Source: an optimization exercise on an open RTL-to-GDS flow (aim: small area). Production flows keep margins and buffers that such runs may drop.
Where RTL was checked, it was by simulation tests only, not by an equivalence proof against the original.
No activity file was given, so power comes from the tool's default toggle rates.

==> flow/design.v (excerpt) <==
module gp_baseband_regs #(
  parameter int ACC_W = 18
) (
  input  logic                                 axi_clk,
  input  logic                                 axi_rstn,
  input  logic [31:0]                          s_axi_awaddr,
  input  logic                                 s_axi_awvalid,
  output logic                                 s_axi_awready,
  input  logic [31:0]                          s_axi_wdata,
  input  logic [3:0]                           s_axi_wstrb,
  input  logic                                 s_axi_wvalid,
  output logic                                 s_axi_wready,
  output logic [1:0]                           s_axi_bresp,
  output logic                                 s_axi_bvalid,
  input  logic                                 s_axi_bready,
  input  logic [31:0]                          s_axi_araddr,
  input  logic                                 s_axi_arvalid,
  ...
Size in the first run: about 400 flip-flops, ~16000 um2 of cells after synthesis.
==> flow/config.mk <==
export PLATFORM = sky130hd
export DESIGN_NAME = gp_baseband_regs
export DESIGN_NICKNAME = gp_baseband_regs
export VERILOG_FILES = /design/flow/design.v
export SDC_FILE = /design/flow/constraint.sdc
export NUM_CORES = 4
export LEC_CHECK = 0
export CAP_MARGIN = 20
export CORE_MARGIN = 2
export CORE_UTILIZATION = 40
export CTS_BUF_LIST = sky130_fd_sc_hd__clkbuf_4
export SLEW_MARGIN = 20
export SYNTH_HIERARCHICAL = 1
==> flow/constraint.sdc <==
create_clock -name core_clock -period 6.0 [get_ports {axi_clk}]
set_input_delay 1.2000 -clock core_clock [delete_from_list [all_inputs] [get_ports {axi_clk}]]
set_output_delay 1.2000 -clock core_clock [all_outputs]
set_load 0.01 [all_outputs]
standard.sh (not shown) runs the stock make flow with config.mk's settings and CLKGATE_MAP_FILE= SYNTH_SCRIPT=/design/flow/synth_recipe.tcl, a recipe that flattens the netlist after the stock synthesis.
==> flow/flow/run.sh <==
#!/bin/bash
# Standard ORFS layout; the only change is the cell used to buffer the ports
# (the smallest buffer instead of the resizer's default pick).
set -euo pipefail
bash standard.sh synth > synth.log 2>&1
bash standard.sh "BUFFER_PORTS_ARGS=-buffer_cell sky130_fd_sc_hd__buf_1" finish > layout.log 2>&1
Edit:
==> flow/flow/run.sh (replaced) <==
#!/bin/bash
# Standard ORFS layout with two changes: the ports are buffered with the smallest buffer, and
# the clock tree uses a strong root, mid-size tree buffers and small leaf buffers.
set -euo pipefail
bash standard.sh synth > synth.log 2>&1
bash standard.sh "BUFFER_PORTS_ARGS=-buffer_cell sky130_fd_sc_hd__buf_1" \
  "CTS_ARGS=-sink_clustering_enable -repair_clock_nets -buf_list sky130_fd_sc_hd__clkbuf_4 -root_buf sky130_fd_sc_hd__clkbuf_8 -sink_clustering_buffer sky130_fd_sc_hd__clkbuf_2" \
  finish > layout.log 2>&1
- CTS_BUF_LIST: sky130_fd_sc_hd__clkbuf_4 -> default
=> The new run finished clean; cell area shrinks slightly; die area is unchanged; synthesized cell count stays the same; global-route usage hardly moves; wire length grows slightly; power shrinks by a few percent; synthesized area is unchanged; worst setup slack got worse by 180 ps; final cell count shrinks slightly.
No run of this note included a check of the RTL's function; only the layout flow was run.


== run 1 ==
gp_baseband_regs, a different RTL version from the one above (not shown whole).
Size: about 1100 cells after synthesis, roughly 400 flip-flops, about 340 I/O pins, ~0.016 mm2 of cells after synthesis.
Settings: LEC_CHECK=0, CAP_MARGIN=20, CORE_MARGIN=2, CORE_UTILIZATION=40, SLEW_MARGIN=20, SYNTH_HIERARCHICAL=1; clock period 6.0 ns.
==> flow/flow/run.sh <==
#!/bin/bash
# Standard ORFS layout with two changes: the ports are buffered with the smallest buffer, and
# the clock tree groups about 8 flip-flops on each leaf buffer and adds no dummy loads.
set -euo pipefail
bash standard.sh synth > synth.log 2>&1
bash standard.sh "BUFFER_PORTS_ARGS=-buffer_cell sky130_fd_sc_hd__buf_1" \
  "CTS_ARGS=-sink_clustering_enable -repair_clock_nets -dont_use_dummy_load -buf_list sky130_fd_sc_hd__clkbuf_4 -root_buf sky130_fd_sc_hd__clkbuf_8 -sink_clustering_size 8 -sink_clustering_max_diameter 50" \
  finish > layout.log 2>&1
Run 1 completed end to end with timing, DRC and antenna clean.
The following lists how run 2 was set up differently from run 1:
==> flow/flow/run.sh <==
#!/bin/bash
# Standard ORFS layout with two changes: the ports are buffered with the smallest buffer, and
# the clock tree groups about 10 flip-flops on each leaf buffer and adds no dummy loads.
set -euo pipefail
bash standard.sh synth > synth.log 2>&1
bash standard.sh "BUFFER_PORTS_ARGS=-buffer_cell sky130_fd_sc_hd__buf_1" \
  "CTS_ARGS=-sink_clustering_enable -repair_clock_nets -dont_use_dummy_load -buf_list sky130_fd_sc_hd__clkbuf_4 -root_buf sky130_fd_sc_hd__clkbuf_8 -sink_clustering_size 10 -sink_clustering_max_diameter 50" \
  finish > layout.log 2>&1
diff --git a/flow/config.mk b/flow/config.mk
--- a/flow/config.mk
+++ b/flow/config.mk
@@ -9,3 +9,3 @@
 export CORE_MARGIN = 2
-export CORE_UTILIZATION = 40
+export CORE_UTILIZATION = 60
 export SLEW_MARGIN = 20
Findings:
Run 2 vs run 1 on share of the core filled with cells in the final layout: run 2 is the higher one.
Going from run 1 to run 2, number of placement rows shrinks by 14.
Placed cell count in run 2 is 185 below run 1.
Run 2: minimum clock period is 0.17 ns higher than what run 1 reported.
Each of the runs, namely run 1 and run 2, reached the end of the flow and came out clean.
For the final cycle utilization of the critical path, run 2 came in 2.9 points higher than run 1 did.
Filler-free cell count of the finished design in run 2 vs run 1: down 194
Here is what was changed in the inputs of run 3 compared with run 2.
==> flow/flow/run.sh <==
#!/bin/bash
# Standard ORFS layout with two changes: the ports are buffered with the smallest buffer, and
# the clock tree groups about 8 flip-flops on each leaf buffer.
set -euo pipefail
bash standard.sh synth > synth.log 2>&1
bash standard.sh "BUFFER_PORTS_ARGS=-buffer_cell sky130_fd_sc_hd__buf_1" \
  "CTS_ARGS=-sink_clustering_enable -repair_clock_nets -buf_list sky130_fd_sc_hd__clkbuf_4 -root_buf sky130_fd_sc_hd__clkbuf_8 -sink_clustering_size 8 -sink_clustering_max_diameter 50" \
  finish > layout.log 2>&1
diff --git a/flow/config.mk b/flow/config.mk
--- a/flow/config.mk
+++ b/flow/config.mk
@@ -9,3 +9,3 @@
 export CORE_MARGIN = 2
-export CORE_UTILIZATION = 60
+export CORE_UTILIZATION = 40
 export SLEW_MARGIN = 20
[summary]
- Between run 3 and run 2, the CTS clock-pin slew for the worst setup and hold paths does not differ in any meaningful way.
- Run 3: transition time of the tightest slew-check pin lower than run 2
- Of run 2 and run 3, run 3 shows the higher signed area change from the synthesized netlist to the final layout, with run 2 below it.
- Between run 3 and run 2, it is run 3 whose fmax is higher, by 6.3%.
- Power on run 3 is behind run 2.
- Relative to run 2, the global-route wire length before repair measured on run 3 has increased by a little under 10%.
- Cmp run 3 vs run 2: number of diodes lower in run 3
- Comparing run 2 and run 3, the lower wire length was measured on run 2.
- Run 2 → run 3: buffering stage count on the worst path with inverters included now sits lower; standby leakage power now sits higher.
The inputs of run 4 differ from those of run 3 as listed below.
==> flow/flow/run.sh <==
#!/bin/bash
# Standard ORFS layout with two changes: the ports are buffered with the smallest buffer, and
# the clock tree groups about 10 flip-flops on each leaf buffer.
set -euo pipefail
bash standard.sh synth > synth.log 2>&1
bash standard.sh "BUFFER_PORTS_ARGS=-buffer_cell sky130_fd_sc_hd__buf_1" \
  "CTS_ARGS=-sink_clustering_enable -repair_clock_nets -buf_list sky130_fd_sc_hd__clkbuf_4 -root_buf sky130_fd_sc_hd__clkbuf_8 -sink_clustering_size 10 -sink_clustering_max_diameter 50" \
  finish > layout.log 2>&1
[summary]
On run 4: first-iteration DRC count is 75 higher than what run 3 gave.
The maximum clock rate was comparable across run 4 and run 3.
On worst setup slack for register-to-register paths, run 4 and run 3 are neck and neck.
Comparing run 4 with run 3, the average vias per placed instance came out essentially unchanged.
Total power of the final layout (run 4 vs. run 3) decreases by a few percent
In the final design statistics, run 4 uses fewer standard cells in total than run 3.
On part of the total power dissipated in combinational logic, run 3 tracks run 4 almost exactly.
Summary of run 4 over run 3: setup slack fell 0.0062 ns; part of the power in the clock network has decreased; highest ir drop seen on vdd shrank by 16%; cell area after layout shrank by about 0.6%.
A capture point of the critical path of s_axi_rdata[28]$_DFF_P_ is what run 3 shows, while s_axi_rdata[31]$_DFF_P_ belongs to run 4.

separate check: timing with driven ports:
How much do the figures lean on ideal ports? The routed layouts below were timed once more, with nothing changed but the port constraints.
Step 1 (the two cells are an assumption about what drives the block):
set clk [get_ports {axi_clk}]
set_driving_cell -lib_cell sky130_fd_sc_hd__clkbuf_16 $clk
set_driving_cell -lib_cell sky130_fd_sc_hd__buf_2 [delete_from_list [all_inputs] $clk]
Step 2 adds t to the input delays and takes it off the output delays; t is the mean of the earliest and latest rising clock arrival at the registers after step 1. Input paths then give back, and output paths get back, about the clock's delay inside the block.
Slacks: ideal ports / drivers / drivers and shift; pairs: ideal ports / drivers.
run | t, ns | setup WS [ns] | latest minus earliest clock arrival (ns)
the first run of note 1 | 0.833 | 2.289 / 2.319 / 1.486 | 0.053 / 0.053
the second run of note 1 | 0.659 | 2.111 / 2.145 / 1.486 | 0.056 / 0.057
run 1 | 0.656 | 2.612 / 2.631 / 1.981 | 0.113 / 0.113
run 2 | 0.595 | 2.437 / 2.464 / 1.869 | 0.047 / 0.046
run 3 | 0.683 | 2.649 / 2.627 / 1.985 | 0.062 / 0.062
run 4 | 0.676 | 2.643 / 2.643 / 2.004 | 0.071 / 0.071
After both steps every run listed still meets setup and hold. For the first run of note 1, which loses most, drivers alone change the setup slack by +0.030 ns; drivers and shift together by -0.803 ns.
